What follows belongs to an exercise in optimizing a design on an open flow for small area and a short achievable clock period; a production flow would make more cautious choices. The RTL was checked by simulation tests, not by an equivalence proof against the original design. Power figures rest on the tool's default switching activity, not on a simulated workload.

==> job 8804: inputs <==
Design eee_imgproc, start of the top module:
module eee_imgproc #(
	parameter int IMAGE_W = 640,
	parameter int IMAGE_H = 480,
	parameter int MSG_INTERVAL = 6,
	parameter int MSG_DEPTH = 128
) (
	input  logic                clk,
	input  logic                reset_n,
	input  logic                s_chipselect,
	input  logic                s_read,
	input  logic                s_write,
	input  logic [2:0]          s_address,
	input  logic [31:0]         s_writedata,
	output logic [31:0]         s_readdata,
	input  imgproc_pkg::pixel_t sink_data,
	input  logic                sink_valid,
	output logic                sink_ready,
	input  logic                sink_sop,
	input  logic                sink_eop,
	output imgproc_pkg::pixel_t source_data,
	output logic                source_valid,
	input  logic                source_ready,
	output logic                source_sop,
	output logic                source_eop,
	input  logic                mode
);
export LEC_CHECK = 0
export CAP_MARGIN = 20
export CORE_MARGIN = 2
export CORE_UTILIZATION = 40
export PLACE_DENSITY = 0.6
export SLEW_MARGIN = 20
create_clock -name core_clock -period 40.0 [get_ports {clk}]
run.sh (not shown) runs the stock make flow with config.mk's settings and CLKGATE_MAP_FILE= SYNTH_SCRIPT=/design/flow/synth_recipe.tcl, a recipe that flattens the netlist after the stock synthesis.
==> job 7742 (differences from job 8804) <==
--- a/flow/design.v
+++ b/flow/design.v
@@ -68,37 +68,35 @@
 endmodule
 module colour_classify (
 	input  imgproc_pkg::pixel_t pixel,
 	output logic                red_detect,
 	output logic                yellow_detect,
 	output imgproc_pkg::pixel_t class_colour
 );
-	logic [7:0] red, green, blue;
-	logic       rdom, bmin;
-	logic [7:0] mx, mn, diff, delta;
-	logic [13:0] d43, f21, f23, f33;
-	logic [9:0] diff_x4, max_x3;
-	logic       sat_ok;
-	logic [7:0] grey;
+	logic [7:0]  red, green, blue;
+	logic        rdom, bmin, sat_ok;
+	logic [7:0]  mx, mn, c, b;
+	logic [13:0] b22, c21, b20, c23, b10, c33;
+	logic [7:0]  grey;
 	assign {red, green, blue} = pixel;
 	assign rdom = (red >= green);
 	assign mx = rdom ? red : green;
 	assign mn = rdom ? green : red;
 	assign bmin = (blue <= mn);
-	assign diff = mx - blue;
-	assign delta = mn - blue;
-	assign d43 = {delta, 5'b0} + {2'b0, delta, 3'b0} + {5'b0, delta, 1'b0} + {6'b0, delta};
-	assign f21 = {2'b0, diff, 4'b0} + {4'b0, diff, 2'b0} + {6'b0, diff};
-	assign f23 = {2'b0, diff, 4'b0} + {4'b0, diff, 2'b0} + {5'b0, diff, 1'b0} + {6'b0, diff};
-	assign f33 = {1'b0, diff, 5'b0} + {6'b0, diff};
-	assign diff_x4 = {diff, 2'b00};
-	assign max_x3 = {2'b00, mx} + {1'b0, mx, 1'b0};
-	assign sat_ok = bmin && (mx >= imgproc_pkg::VALUE_MIN) && (diff_x4 >= max_x3);
-	assign red_detect = sat_ok && rdom && (d43 < f21);
-	assign yellow_detect = sat_ok && (rdom ? (d43 >= f23) : (d43 >= f33));
+	assign c = mx - mn;
+	assign b = mn - blue;
+	assign b22 = {1'b0, b, 4'b0} + {3'b0, b, 2'b0} + {5'b0, b, 1'b0};
+	assign c21 = {2'b0, c, 4'b0} + {4'b0, c, 2'b0} + {6'b0, c};
+	assign b20 = {2'b0, b, 4'b0} + {4'b0, b, 2'b0};
+	assign c23 = {2'b0, c, 4'b0} + {4'b0, c, 2'b0} + {5'b0, c, 1'b0} + {6'b0, c};
+	assign b10 = {3'b0, b, 3'b0} + {5'b0, b, 1'b0};
+	assign c33 = {1'b0, c, 5'b0} + {6'b0, c};
+	assign sat_ok = bmin && (mx >= imgproc_pkg::VALUE_MIN) && ({2'b0, mx} >= {blue, 2'b0});
+	assign red_detect = sat_ok && rdom && (b22 < c21);
+	assign yellow_detect = sat_ok && (rdom ? (b20 >= c23) : (b10 >= c33));
 	assign grey = {1'b0, green[7:1]} + {2'b00, red[7:2]} + {2'b00, blue[7:2]};
 	always_comb begin
 		if (red_detect) begin
 			class_colour = imgproc_pkg::RED_COL;
 		end else if (yellow_detect) begin
 			class_colour = imgproc_pkg::YELLOW_COL;
 		end else begin
@@ -185,96 +183,113 @@
 	input  imgproc_pkg::coord_t    yellow_top,
 	input  imgproc_pkg::coord_t    yellow_bottom,
 	input  logic                   rd,
 	output imgproc_pkg::msg_word_t rd_data,
 	output logic [7:0]             used,
 	output logic                   empty
 );
-	localparam int NS = (MSG_DEPTH + 3) / 5;
-	localparam int SW = $clog2(NS);
+	localparam int NA = (MSG_DEPTH - 3) / 5;
+	localparam int NB = (MSG_DEPTH + 2) / 5;
+	localparam int AW = $clog2(NA);
+	localparam int BW = $clog2(NB);
 	localparam int CNT_W = $clog2(MSG_DEPTH);
 	localparam int XW = $clog2(IMAGE_W);
 	localparam int YW = imgproc_pkg::COORD_W;
-	logic [1:0]      m_flags [0:NS-1];
-	logic [2*YW-1:0] m_rtb [0:NS-1];
-	logic [2*XW-1:0] m_rlr [0:NS-1];
-	logic [2*YW-1:0] m_ytb [0:NS-1];
-	logic [2*XW-1:0] m_ylr [0:NS-1];
-	logic [SW-1:0]    wr_slot, wr_slot_next, rd_slot;
+	logic [1:0]      m_flags [0:NA-1];
+	logic [2*YW-1:0] m_rtb [0:NA-1];
+	logic [2*XW-1:0] m_rlr [0:NA-1];
+	logic [2*YW-1:0] m_ytb [0:NB-1];
+	logic [2*XW-1:0] m_ylr [0:NB-1];
+	logic [AW-1:0]    wr_a, wr_a_next, rd_a;
+	logic [BW-1:0]    wr_b, wr_b_next, rd_b;
 	logic [2:0]       rd_word;
 	logic [CNT_W-1:0] count;
 	logic             do_wr, do_rd;
 	assign empty = (count == '0);
 	assign used = 8'(count);
 	assign do_wr = (wr_word != 3'd0);
 	assign do_rd = rd & ~empty;
-	assign wr_slot_next = (wr_word == 3'd5) ?
-		((wr_slot == SW'(NS - 1)) ? '0 : wr_slot + 1'b1) : wr_slot;
+	assign wr_a_next = (wr_word == 3'd3) ? ((wr_a == AW'(NA - 1)) ? '0 : wr_a + 1'b1) : wr_a;
+	assign wr_b_next = (wr_word == 3'd5) ? ((wr_b == BW'(NB - 1)) ? '0 : wr_b + 1'b1) : wr_b;
 	always_ff @(posedge clk) begin
 		if (!reset_n) begin
-			wr_slot <= '0;
+			wr_a <= '0;
+			wr_b <= '0;
 		end else begin
-			wr_slot <= wr_slot_next;
+			wr_a <= wr_a_next;
+			wr_b <= wr_b_next;
 		end
 	end
 	always_ff @(posedge clk) begin
 		if (!reset_n) begin
-			rd_slot <= '0;
+			rd_a <= '0;
+			rd_b <= '0;
 			rd_word <= 3'd1;
 			count <= '0;
 		end else if (clear) begin
-			rd_slot <= wr_slot_next;
+			rd_a <= wr_a_next;
+			rd_b <= wr_b_next;
 			rd_word <= (wr_word_next == 3'd0) ? 3'd1 : wr_word_next;
 			count <= '0;
 		end else begin
 			if (do_rd) begin
 				if (rd_word == 3'd5) begin
 					rd_word <= 3'd1;
-					rd_slot <= (rd_slot == SW'(NS - 1)) ? '0 : rd_slot + 1'b1;
 				end else begin
 					rd_word <= rd_word + 3'd1;
 				end
+				if (rd_word == 3'd3) begin
+					rd_a <= (rd_a == AW'(NA - 1)) ? '0 : rd_a + 1'b1;
+				end
+				if (rd_word == 3'd5) begin
+					rd_b <= (rd_b == BW'(NB - 1)) ? '0 : rd_b + 1'b1;
+				end
 			end
 			if (do_wr & ~do_rd) begin
 				count <= count + 1'b1;
 			end else if (do_rd & ~do_wr) begin
 				count <= count - 1'b1;
 			end
 		end
 	end
 	always_ff @(posedge clk) begin
 		case (wr_word)
-			3'd1: m_flags[wr_slot] <= {(yellow_right >= yellow_left), (red_right >= red_left)};
-			3'd2: m_rtb[wr_slot] <= {red_top, red_bottom};
-			3'd3: m_rlr[wr_slot] <= {red_left[XW-1:0], red_right[XW-1:0]};
-			3'd4: m_ytb[wr_slot] <= {yellow_top, yellow_bottom};
-			3'd5: m_ylr[wr_slot] <= {yellow_left[XW-1:0], yellow_right[XW-1:0]};
+			3'd1: m_flags[wr_a] <= {(yellow_right >= yellow_left), (red_right >= red_left)};
+			3'd2: m_rtb[wr_a] <= {red_top, red_bottom};
+			3'd3: m_rlr[wr_a] <= {red_left[XW-1:0], red_right[XW-1:0]};
+			3'd4: m_ytb[wr_b] <= {yellow_top, yellow_bottom};
+			3'd5: m_ylr[wr_b] <= {yellow_left[XW-1:0], yellow_right[XW-1:0]};
 			default: ;
 		endcase
 	end
+	logic [NA-1:0]   sel_a;
+	logic [NB-1:0]   sel_b;
 	logic [1:0]      h_flags;
 	logic [2*YW-1:0] h_rtb, h_ytb;
 	logic [2*XW-1:0] h_rlr, h_ylr;
-	logic [NS-1:0] rd_sel;
 	always_comb begin
-		rd_sel = '0;
-		rd_sel[rd_slot] = 1'b1;
+		sel_a = '0;
+		sel_a[rd_a] = 1'b1;
+		sel_b = '0;
+		sel_b[rd_b] = 1'b1;
 	end
 	always_comb begin
 		h_flags = '0;
 		h_rtb = '0;
 		h_rlr = '0;
 		h_ytb = '0;
 		h_ylr = '0;
-		for (int i = 0; i < NS; i++) begin
-			h_flags = h_flags | ({2{rd_sel[i]}} & m_flags[i]);
-			h_rtb = h_rtb | ({2*YW{rd_sel[i]}} & m_rtb[i]);
-			h_rlr = h_rlr | ({2*XW{rd_sel[i]}} & m_rlr[i]);
-			h_ytb = h_ytb | ({2*YW{rd_sel[i]}} & m_ytb[i]);
-			h_ylr = h_ylr | ({2*XW{rd_sel[i]}} & m_ylr[i]);
+		for (int i = 0; i < NA; i++) begin
+			h_flags = h_flags | ({2{sel_a[i]}} & m_flags[i]);
+			h_rtb = h_rtb | ({2*YW{sel_a[i]}} & m_rtb[i]);
+			h_rlr = h_rlr | ({2*XW{sel_a[i]}} & m_rlr[i]);
+		end
+		for (int i = 0; i < NB; i++) begin
+			h_ytb = h_ytb | ({2*YW{sel_b[i]}} & m_ytb[i]);
+			h_ylr = h_ylr | ({2*XW{sel_b[i]}} & m_ylr[i]);
 		end
 	end
 	always_comb begin
 		rd_data = '0;
 		if (!empty) begin
 			case (rd_word)
 				3'd1: begin
@@ -422,32 +437,42 @@
 	output logic                source_eop,
 	input  logic                mode
 );
 	localparam int BEAT_W = 24 + 2;
 	localparam int XW = $clog2(IMAGE_W);
 	logic [BEAT_W-1:0] in_beat, out_beat;
 	imgproc_pkg::pixel_t            pix_in, pix_out, class_colour, bb_col;
-	logic              sop, eop, in_valid, out_ready, accept;
+	logic              sop, eop, in_valid, in_ready, out_ready, accept;
 	imgproc_pkg::coord_t            x, y;
 	logic [XW-1:0]     x_q;
 	logic              packet_video, frame_done;
 	logic              red_detect, yellow_detect, rbb_active, ybb_active;
 	imgproc_pkg::coord_t            red_left, red_right, red_top, red_bottom;
 	imgproc_pkg::coord_t            yellow_left, yellow_right, yellow_top, yellow_bottom;
 	logic              fifo_rd, fifo_empty, flush;
 	logic [2:0]        wr_word, wr_word_next;
 	imgproc_pkg::msg_word_t         fifo_head;
 	logic [7:0]        fifo_used;
 	stream_reg #(.DATA_W(BEAT_W)) in_slice (
 		.clk(clk), .reset_n(reset_n),
 		.valid_in(sink_valid), .data_in({sink_data, sink_sop, sink_eop}),
-		.ready_out(sink_ready),
+		.ready_out(in_ready),
 		.ready_in(out_ready), .valid_out(in_valid), .data_out(in_beat)
 	);
 	assign {pix_in, sop, eop} = in_beat;
+	logic not_both_valid;
+	always_ff @(posedge clk) begin
+		if (!reset_n) begin
+			not_both_valid <= 1'b1;
+		end else begin
+			not_both_valid <= ~((in_ready ? sink_valid : in_valid) &
+				(out_ready ? in_valid : source_valid));
+		end
+	end
+	assign sink_ready = not_both_valid | source_ready;
 	stream_reg #(.DATA_W(BEAT_W)) out_slice (
 		.clk(clk), .reset_n(reset_n),
 		.valid_in(in_valid), .data_in({pix_out, sop, eop}),
 		.ready_out(out_ready),
 		.ready_in(source_ready), .valid_out(source_valid), .data_out(out_beat)
 	);
 	assign {source_data, source_sop, source_eop} = out_beat;
==> notes <==
- Of job 7742 and job 8804, job 8804 has the higher flip-flop and latch count (gap 33).
- Fmax: job 7742 is larger than job 8804 (about 2.3%).
- Of job 8804 and job 7742, job 8804 has the higher sequential power (gap about 2%, measured against job 7742).
- Between job 8804 and job 7742, the lower power is in job 7742 (gap 12%, measured against job 7742).
- Clock-buffer cell count is the same in job 8804 and job 7742.
- In job 8804 the sequential share of layout area is lower than in job 7742, by 0.14 points.
- Die area: job 7742 is smaller than job 8804 (1.5%).
- Of job 8804 and job 7742, job 7742 has the higher synthesized cell count (gap 0.81%, measured against job 7742).
==> figures <==
                                                             job 7742      job 8804
Diodes inserted                                                     3             9
Arr. time, crit path                                          9.20 ns       9.59 ns
Final period util                                              43.00%        43.98%
Count of multi-input combinational gates                         3941          3799
Via count                                                       64090         68650
Tap cell count                                                   3366          3384
Number of cells produced by synthesis                            7046          6989
Die Span X                                                   508.8 um      512.5 um
Area of the mapped netlist                               0.1019 sq mm  0.1034 sq mm
Invs w/o clock                                                    172           206
Ratio of cells with drive above 1 in the final layout          11.17%        12.29%
Sequential fraction of the synthesis area                      71.87%        71.88%
Clock Sink Count                                                 2537          2570
Part of the power in registers                                  47.3%         43.1%
Part of the total power dissipated in the clock network         41.0%         36.7%
Switching power total                                        1.447 mW      1.884 mW
Result of the run                    no timing/DRC/antenna violations  no timing/DRC/antenna violations

## static timing again, ports no longer ideal
No port has a modelled driver above. Below, the same layouts with a new extraction and two added sets of constraints.
Step 1: set_driving_cell puts a clkbuf_16 on clk and a buf_2 on each other input, an assumption about the parent block.
Step 2 also shifts input and output timing later by t, the mid clock arrival at the registers, as if the neighbouring blocks saw the same clock.
Three values: ideal, step 1, step 2; two values: the first two.
run | shift t [ns] | slack for setup (ns) | worst hold slack (ns) | latest minus earliest clock arrival (ns) | cell pins on the clock port's net
job 8804 | 1.016 | 22.408 / 22.385 / 22.385 | 0.463 / 0.463 / 0.463 | 0.085 / 0.085 | 1
job 7742 | 0.990 | 22.800 / 22.778 / 22.778 | 0.451 / 0.451 / 0.451 | 0.089 / 0.089 | 1
After both steps every run listed still meets setup and hold. For job 8804, which loses most, drivers alone change the setup slack by -0.023 ns; drivers and shift together by -0.023 ns.
